Context: an optimization exercise on an open-source flow, tuned for small area, a short achievable clock period and few clock cycles per item. The choices shown serve that exercise and are no tape-out recipe. In this exercise RTL edits were held to simulation tests only and were not proved equivalent to the original.

Design yuv_to_rgb_top, start of the top module:
module yuv_to_rgb_top (
	input  logic                Clock_50,
	input  logic                Resetn,
	input  logic                start,
	input  csc_pkg::sram_word_t sram_read_data,
	output csc_pkg::sram_req_t  sram_req,
	output logic                done
);
For scale: about 2,100 cells after synthesis, roughly 55 I/O pins.
export LEC_CHECK = 0
export ABC_AREA = 1
export CAP_MARGIN = 20
export CORE_MARGIN = 2
export CORE_UTILIZATION = 40
export CTS_BUF_LIST = sky130_fd_sc_hd__clkbuf_4 sky130_fd_sc_hd__clkbuf_8
export CTS_CLUSTER_SIZE = 30
export SLEW_MARGIN = 20
create_clock -name core_clock -period 15.0 [get_ports {Clock_50}]
run.sh (not shown) runs the stock make flow with config.mk's settings and CLKGATE_MAP_FILE= SYNTH_SCRIPT=/design/flow/synth_recipe.tcl, a recipe that flattens the netlist after the stock synthesis.
Testbench counts at the start, summed over its fixed seeds: cycles 39,408, rows 48.
Then changed:
Settings changed: ABC_AREA 1 to default, CTS_BUF_LIST sky130_fd_sc_hd__clkbuf_4 sky130_fd_sc_hd__clkbuf_8 to default, CTS_CLUSTER_SIZE 30 to default.
Design area rose by 0.43%.
Critical path depth is unchanged.
Setup slack improved by 0.066 ns.
Synthesized cell count fell by about 10%.
First-iteration DRC count is about the same.
Routed wire length fell by about 0.9%.
Then changed:
Settings changed: ABC_AREA from default to 1.
=>
- The changed run passed the timing, DRC and antenna checks
- hold slack gets worse by 0.013 ns
- design area fell slightly
- first-iteration DRC count fell by a few percent
- core utilization fell by 0.25 points
- fmax rose slightly
Then changed:
==> flow/flow/run.sh (new file) <==
#!/bin/bash
# The standard layout, with the port buffers that global placement inserts
# made of buf_4 cells instead of the default choice.
set -euo pipefail
bash standard.sh synth > synth.log 2>&1
BUFFER_PORTS_ARGS="-buffer_cell sky130_fd_sc_hd__buf_4" bash standard.sh finish > layout.log 2>&1
==> flow/standard.sh (new file) <==
#!/bin/bash
# synth_recipe.tcl (not shown) runs the flow's synth.tcl, then flattens the netlist and writes it again
# the make line also repeats each setting of config.mk as NAME=value (left out here)
make -C /OpenROAD-flow-scripts/flow DESIGN_CONFIG=/design/flow/config.mk WORK_HOME=/design/flow/orfs CLKGATE_MAP_FILE= SYNTH_SCRIPT=/design/flow/synth_recipe.tcl "${@:-finish}"
removed: flow/run.sh
=> Final cell count stays flat. Wire length increases by a few percent. Design area barely changes.


Another version of the RTL of yuv_to_rgb_top (not shown whole).
Size in the first run: ~320 flip-flops, about 55 I/O pins, about 18000 um^2 of cells after synthesis.
// yuv_to_rgb_top
module yuv_to_rgb_top (
	input  logic                Clock_50,
	input  logic                Resetn,
	input  logic                start,
	input  csc_pkg::sram_word_t sram_read_data,
	output csc_pkg::sram_req_t  sram_req,
	output logic                done
);
logic [34:0] req;
logic push;
logic [1:0] push_src;
logic uh_cap;
logic vh_cap;
logic y_cap;
logic uo_cap;
logic [4:0] phase;
logic sr;
logic sb;
csc_pkg::sample_t y;
csc_pkg::sample_t u;
csc_pkg::sample_t c;
csc_pkg::channel_t x;
csc_pkg::channel_t g;
assign sram_req = req;
sram_sequencer u_sequencer (
	.Clock_50 (Clock_50),
	.Resetn   (Resetn),
	.start    (start),
	.x        (x),
	.g        (g),
	.req      (req),
	.done     (done),
	.push     (push),
	.push_src (push_src),
	.uh_cap   (uh_cap),
	.vh_cap   (vh_cap),
	.y_cap    (y_cap),
	.uo_cap   (uo_cap),
	.phase    (phase),
	.sr       (sr),
	.sb       (sb)
);
chroma_upsampler u_upsampler (
	.Clock_50       (Clock_50),
	.sram_read_data (sram_read_data),
	.push           (push),
	.push_src       (push_src),
	.uh_cap         (uh_cap),
	.vh_cap         (vh_cap),
	.y_cap          (y_cap),
	.uo_cap         (uo_cap),
	.phase          (phase),
	.y              (y),
	.u              (u),
	.c              (c)
);
colour_matrix u_matrix (
	.Clock_50 (Clock_50),
	.y        (y),
	.u        (u),
	.c        (c),
	.sr       (sr),
	.sb       (sb),
	.x        (x),
	.g        (g)
);
endmodule
==> flow/config.mk <==
export PLATFORM = sky130hd
export DESIGN_NAME = yuv_to_rgb_top
export DESIGN_NICKNAME = yuv_to_rgb_top
export VERILOG_FILES = /design/flow/design.v
export SDC_FILE = /design/flow/constraint.sdc
export NUM_CORES = 4
export LEC_CHECK = 0
export ABC_AREA = 1
export CAP_MARGIN = 20
export CORE_MARGIN = 2
export CORE_UTILIZATION = 40
export SLEW_MARGIN = 20
==> flow/constraint.sdc <==
create_clock -name core_clock -period 15.0 [get_ports {Clock_50}]
set_input_delay 3.0000 -clock core_clock [delete_from_list [all_inputs] [get_ports {Clock_50}]]
set_output_delay 3.0000 -clock core_clock [all_outputs]
set_load 0.01 [all_outputs]
standard.sh (not shown) runs the stock make flow with config.mk's settings and CLKGATE_MAP_FILE= SYNTH_SCRIPT=/design/flow/synth_recipe.tcl, a recipe that flattens the netlist after the stock synthesis.
==> flow/flow/run.sh <==
#!/bin/bash
# The standard layout, with the port buffers that global placement inserts
# made of buf_4 cells, and clock tree synthesis clustering 25 sinks within
# 80 um per leaf buffer, without dummy loads.
set -euo pipefail
bash standard.sh synth > synth.log 2>&1
export BUFFER_PORTS_ARGS="-buffer_cell sky130_fd_sc_hd__buf_4"
export CTS_ARGS="-sink_clustering_enable -repair_clock_nets -sink_clustering_size 25 -sink_clustering_max_diameter 80 -dont_use_dummy_load"
export SETUP_SLACK_MARGIN=11.2
bash standard.sh finish > layout.log 2>&1
The baseline ran to the end with no violations.
Testbench counts at the start, summed over its fixed seeds: cycles 39,264, rows 48.
Next try:
--- a/flow/flow/run.sh
+++ b/flow/flow/run.sh
@@ -9 +8,0 @@
-export SETUP_SLACK_MARGIN=11.2
Outcome:
- non-clock buffer count fell by 8
- sequential cell count is unchanged
- count of clock-buffer cells in the layout came out lower by 2
- wire length is lower by 0.35%
- final cell count shrinks by 0.44%
- clock skew is lower by 0.029 ns

-- afterwards: timing with drivers on the ports --
The results above use ideal ports. As a check the final layouts listed here were re-extracted and re-timed, cells and wires unchanged.
Step 1 assumes that a clkbuf_16 drives the clock port and a buf_2 every other input.
Step 2 adds t to the input delays and takes it off the output delays; t is the mean of the earliest and latest rising clock arrival at the registers after step 1. Input paths then give back, and output paths get back, about the clock's delay inside the block.
Three values: no drivers, after step 1, after step 2; two values: the first two.
run	t, ns	setup WS [ns]	clock arrival spread, ns
the first run of note 1	0.686	10.333 / 10.277 / 10.963	0.021 / 0.022
the second run of note 1	0.617	10.399 / 10.338 / 10.833	0.022 / 0.022
the third run of note 1	0.615	10.420 / 10.360 / 10.975	0.024 / 0.025
the fourth run of note 1	0.611	10.825 / 10.761 / 11.185	0.024 / 0.023
the first run of note 2	0.569	11.038 / 10.983 / 11.378	0.068 / 0.068
the second run of note 2	0.566	10.990 / 10.931 / 11.285	0.039 / 0.039
After both steps every run listed still meets setup and hold.
